Context: an optimization exercise on an open-source flow, tuned for small area. The choices shown serve that exercise and are no tape-out recipe. Function was checked by simulation only, so behaviour that the tests miss may differ from the original. The clock port is modelled as an ideal driver; clocking choices that lean on that would not hold on a real chip.

## v20
==> flow/design.v (excerpt) <==
module gemm_result_collector #(
  parameter int DATA_WIDTH = gemm_pkg::DATA_WIDTH,
  parameter int LATENCY    = gemm_pkg::LATENCY,
  parameter int K_TILES    = gemm_pkg::K_TILES,
  parameter int COLS       = gemm_pkg::COLS,
  parameter int FIFO_DEPTH = gemm_pkg::FIFO_DEPTH
) (
  input  logic                       clk,
  input  logic                       rst,
  input  logic                       issue_valid,
  output logic                       issue_ready,
  input  logic [DATA_WIDTH-1:0]      ipu_data_in,
  output logic                       row_valid,
  input  logic                       row_ready,
  output logic [COLS*DATA_WIDTH-1:0] row_data
);
Size: about 2200 cells after synthesis, roughly 1100 flip-flops, ~290 I/O pins.
==> module result_row_fifo, before the edit <==
module result_row_fifo #(
  parameter int DW    = gemm_pkg::DATA_WIDTH,
  parameter int COLS  = gemm_pkg::COLS,
  parameter int DEPTH = gemm_pkg::FIFO_DEPTH
) (
  input  logic                 clk,
  input  logic                 rst,
  input  logic                 wen,
  input  logic [((COLS > 1) ? $clog2(COLS) : 1)-1:0] wcol,
  input  logic                 push,
  input  logic                 pop,
  input  logic [DW-1:0]        din,
  output logic                 empty,
  output logic [COLS*DW-1:0]   head
);
  localparam int AW = (DEPTH > 1) ? $clog2(DEPTH) : 1;
  localparam int CW = (COLS > 1) ? $clog2(COLS) : 1;
  logic [COLS*DW-1:0] ring [DEPTH];
  logic [AW:0]        wr_ptr, rd_ptr;
  logic [AW-1:0]      ph, pend_slot, hpos;
  logic [CW-1:0]      pend_col;
  logic [DW-1:0]      pend;
  logic               pend_vld, inj, bypass;
  assign empty = (wr_ptr == rd_ptr);
  assign pend_col  = wcol - 1'b1;
  assign pend_slot = wr_ptr[AW-1:0] - AW'(wcol == '0);
  assign inj       = pend_vld && (AW'(pend_slot + ph) == AW'(DEPTH-1));
  assign hpos      = AW'(rd_ptr[AW-1:0] + ph);
  assign bypass    = pend_vld && (wcol == '0) && (pend_slot == rd_ptr[AW-1:0]);
  always_comb begin
    head = ring[0];
    for (int p = 1; p < DEPTH; p++)
      if (hpos == AW'(p)) head = ring[p];
    if (bypass) head[(COLS-1)*DW +: DW] = pend;
  end
  always_ff @(posedge clk) begin
    if (rst) begin
      wr_ptr   <= '0;
      rd_ptr   <= '0;
      ph       <= '0;
      pend_vld <= 1'b0;
    end else begin
      if (push) wr_ptr <= wr_ptr + 1'b1;
      if (pop) rd_ptr <= rd_ptr + 1'b1;
      ph <= ph + 1'b1;
      if (wen) pend_vld <= 1'b1;
      else if (inj) pend_vld <= 1'b0;
    end
  end
  always_ff @(posedge clk) begin
    if (wen) pend <= din;
  end
  always_ff @(posedge clk) begin
    for (int p = 1; p < DEPTH; p++) ring[p] <= ring[p-1];
    for (int c = 0; c < COLS; c++)
      ring[0][c*DW +: DW] <= (inj && pend_col == CW'(c)) ? pend : ring[DEPTH-1][c*DW +: DW];
  end
endmodule
Settings: LEC_CHECK=0, CAP_MARGIN=20, CORE_MARGIN=2, CORE_UTILIZATION=65, SLEW_MARGIN=20; clock period 5.0 ns.
standard.sh (not shown) runs the stock make flow with config.mk's settings and CLKGATE_MAP_FILE= SYNTH_SCRIPT=/design/flow/synth_recipe.tcl, a recipe that flattens the netlist after the stock synthesis.
==> flow/flow/run.sh <==
#!/bin/bash
set -euo pipefail
export BUFFER_PORTS_ARGS="-buffer_cell sky130_fd_sc_hd__buf_1"
export CTS_ARGS="-sink_clustering_enable -repair_clock_nets -dont_use_dummy_load -sink_clustering_size 30 -sink_clustering_max_diameter 80 -buf_list {sky130_fd_sc_hd__clkbuf_16}"
bash standard.sh finish > flow.log 2>&1
### v20 -> v27
--- a/flow/design.v
+++ b/flow/design.v
@@ -30,32 +30,38 @@
   localparam int AW = (DEPTH > 1) ? $clog2(DEPTH) : 1;
   localparam int CW = (COLS > 1) ? $clog2(COLS) : 1;
+  localparam int NW = $clog2(DEPTH + 1);
   logic [COLS*DW-1:0] ring [DEPTH];
-  logic [AW:0]        wr_ptr, rd_ptr;
-  logic [AW-1:0]      ph, pend_slot, hpos;
+  logic [NW-1:0]      count;
+  logic [AW-1:0]      wpos, pend_pos;
+  logic [DEPTH-1:0]   hsel;
   logic [CW-1:0]      pend_col;
   logic [DW-1:0]      pend;
   logic               pend_vld, inj, bypass;
-  assign empty = (wr_ptr == rd_ptr);
-  assign pend_col  = wcol - 1'b1;
-  assign pend_slot = wr_ptr[AW-1:0] - AW'(wcol == '0);
-  assign inj       = pend_vld && (AW'(pend_slot + ph) == AW'(DEPTH-1));
-  assign hpos      = AW'(rd_ptr[AW-1:0] + ph);
-  assign bypass    = pend_vld && (wcol == '0) && (pend_slot == rd_ptr[AW-1:0]);
+  logic [COLS-1:0]    keep;
+  logic               pend_vld_n;
+  logic [CW-1:0]      wcol_n, pend_col_n;
+  logic [AW-1:0]      wpos_n, pend_pos_n;
+  assign empty = (count == '0);
+  assign pend_col = wcol - 1'b1;
+  assign pend_pos = wpos - AW'(wcol == '0);
+  assign inj      = pend_vld && (pend_pos == AW'(DEPTH-1));
+  assign bypass   = pend_vld && (wcol == '0) && hsel[pend_pos];
   always_comb begin
-    head = ring[0];
-    for (int p = 1; p < DEPTH; p++)
-      if (hpos == AW'(p)) head = ring[p];
+    head = '0;
+    for (int p = 0; p < DEPTH; p++)
+      head = head | (ring[p] & {(COLS*DW){hsel[p]}});
     if (bypass) head[(COLS-1)*DW +: DW] = pend;
   end
   always_ff @(posedge clk) begin
     if (rst) begin
-      wr_ptr   <= '0;
-      rd_ptr   <= '0;
-      ph       <= '0;
+      count    <= '0;
+      wpos     <= '0;
+      hsel     <= DEPTH'(1);
       pend_vld <= 1'b0;
     end else begin
-      if (push) wr_ptr <= wr_ptr + 1'b1;
-      if (pop) rd_ptr <= rd_ptr + 1'b1;
-      ph <= ph + 1'b1;
+      if (push && !pop)      count <= count + 1'b1;
+      else if (pop && !push) count <= count - 1'b1;
+      wpos <= wpos_n;
+      hsel <= pop ? {hsel[DEPTH-3:0], hsel[DEPTH-1:DEPTH-2]} : {hsel[DEPTH-2:0], hsel[DEPTH-1]};
       if (wen) pend_vld <= 1'b1;
       else if (inj) pend_vld <= 1'b0;
@@ -65,8 +71,18 @@
     if (wen) pend <= din;
   end
+  assign pend_vld_n = !rst && (wen || (pend_vld && !inj));
+  assign wpos_n     = wpos + 1'b1 + AW'(push);
+  assign wcol_n     = wcol + CW'(wen);
+  assign pend_col_n = wcol_n - 1'b1;
+  assign pend_pos_n = wpos_n - AW'(wcol_n == '0);
+  always_ff @(posedge clk) begin
+    for (int c = 0; c < COLS; c++)
+      keep[c] <= !(pend_vld_n && pend_col_n == CW'(c) && pend_pos_n == AW'(DEPTH-1));
+  end
   always_ff @(posedge clk) begin
     for (int p = 1; p < DEPTH; p++) ring[p] <= ring[p-1];
     for (int c = 0; c < COLS; c++)
-      ring[0][c*DW +: DW] <= (inj && pend_col == CW'(c)) ? pend : ring[DEPTH-1][c*DW +: DW];
+      ring[0][c*DW +: DW] <= (pend & {DW{inj && pend_col == CW'(c)}}) |
+                             (ring[DEPTH-1][c*DW +: DW] & {DW{keep[c]}});
   end
 endmodule
## What came out
Taking v20 as the reference point, the simple logic cell fraction of the synthesized area of v27 rises by 3.1 points. Between v20 and v27, the flow reports number of distinct library cells after synthesis increasing by more than 10%. Against v20, the final cell area of v27 is lower. Compared to v20, v27 has hold slack 0.036 ns higher. Relative to v20, post-route clock period utilization has gone down in v27. Looking at complex-gate fraction of the synthesized area, v27 sits above v20. v20 has a higher final critical delay including setup and external delays than v27. Between v27 and v20, first-pass GRT wire length is lower for v20, v27 comes in above that. Global-route usage ended up 6.5 points higher on v27 than on v20. Looking at endpoint of the worst setup timing path, the row_data[14] result is from v20; the row_data[244] one comes from v27. Looking at master of the slowest instance on the critical path, the sky130_fd_sc_hd__mux4_2 result is from v27; the sky130_fd_sc_hd__xnor2_2 one comes from v20. In v27 the die outline height turned out about 1.7% lower than in v20. Compared with v20, in v27 flip-flop and latch count up about 0.8%, non-clock buffer contribution to total cell area rose by 0.38 points.

-- static timing again, ports no longer ideal --
Ports are ideal in the flow. The routed layouts listed here were re-timed in OpenROAD. Step 1: set_driving_cell puts a clkbuf_16 on clk and a buf_2 on each other input, an assumption about the parent block. Step 2 adds t to the input delays and takes it off the output delays; t is the mean of the earliest and latest rising clock arrival at the registers after step 1. Input paths then give back, and output paths get back, about the clock's delay inside the block. Three values: ideal ports, drivers, drivers and shift; two values: the first two.
run	t (ns)	slack for setup (ns)	worst setup path after step 2
v20	0.639	0.268 / 0.203 / 0.842	register to output
v27	0.657	0.422 / 0.359 / 1.017	register to output
After both steps setup and hold are still met in every run listed.
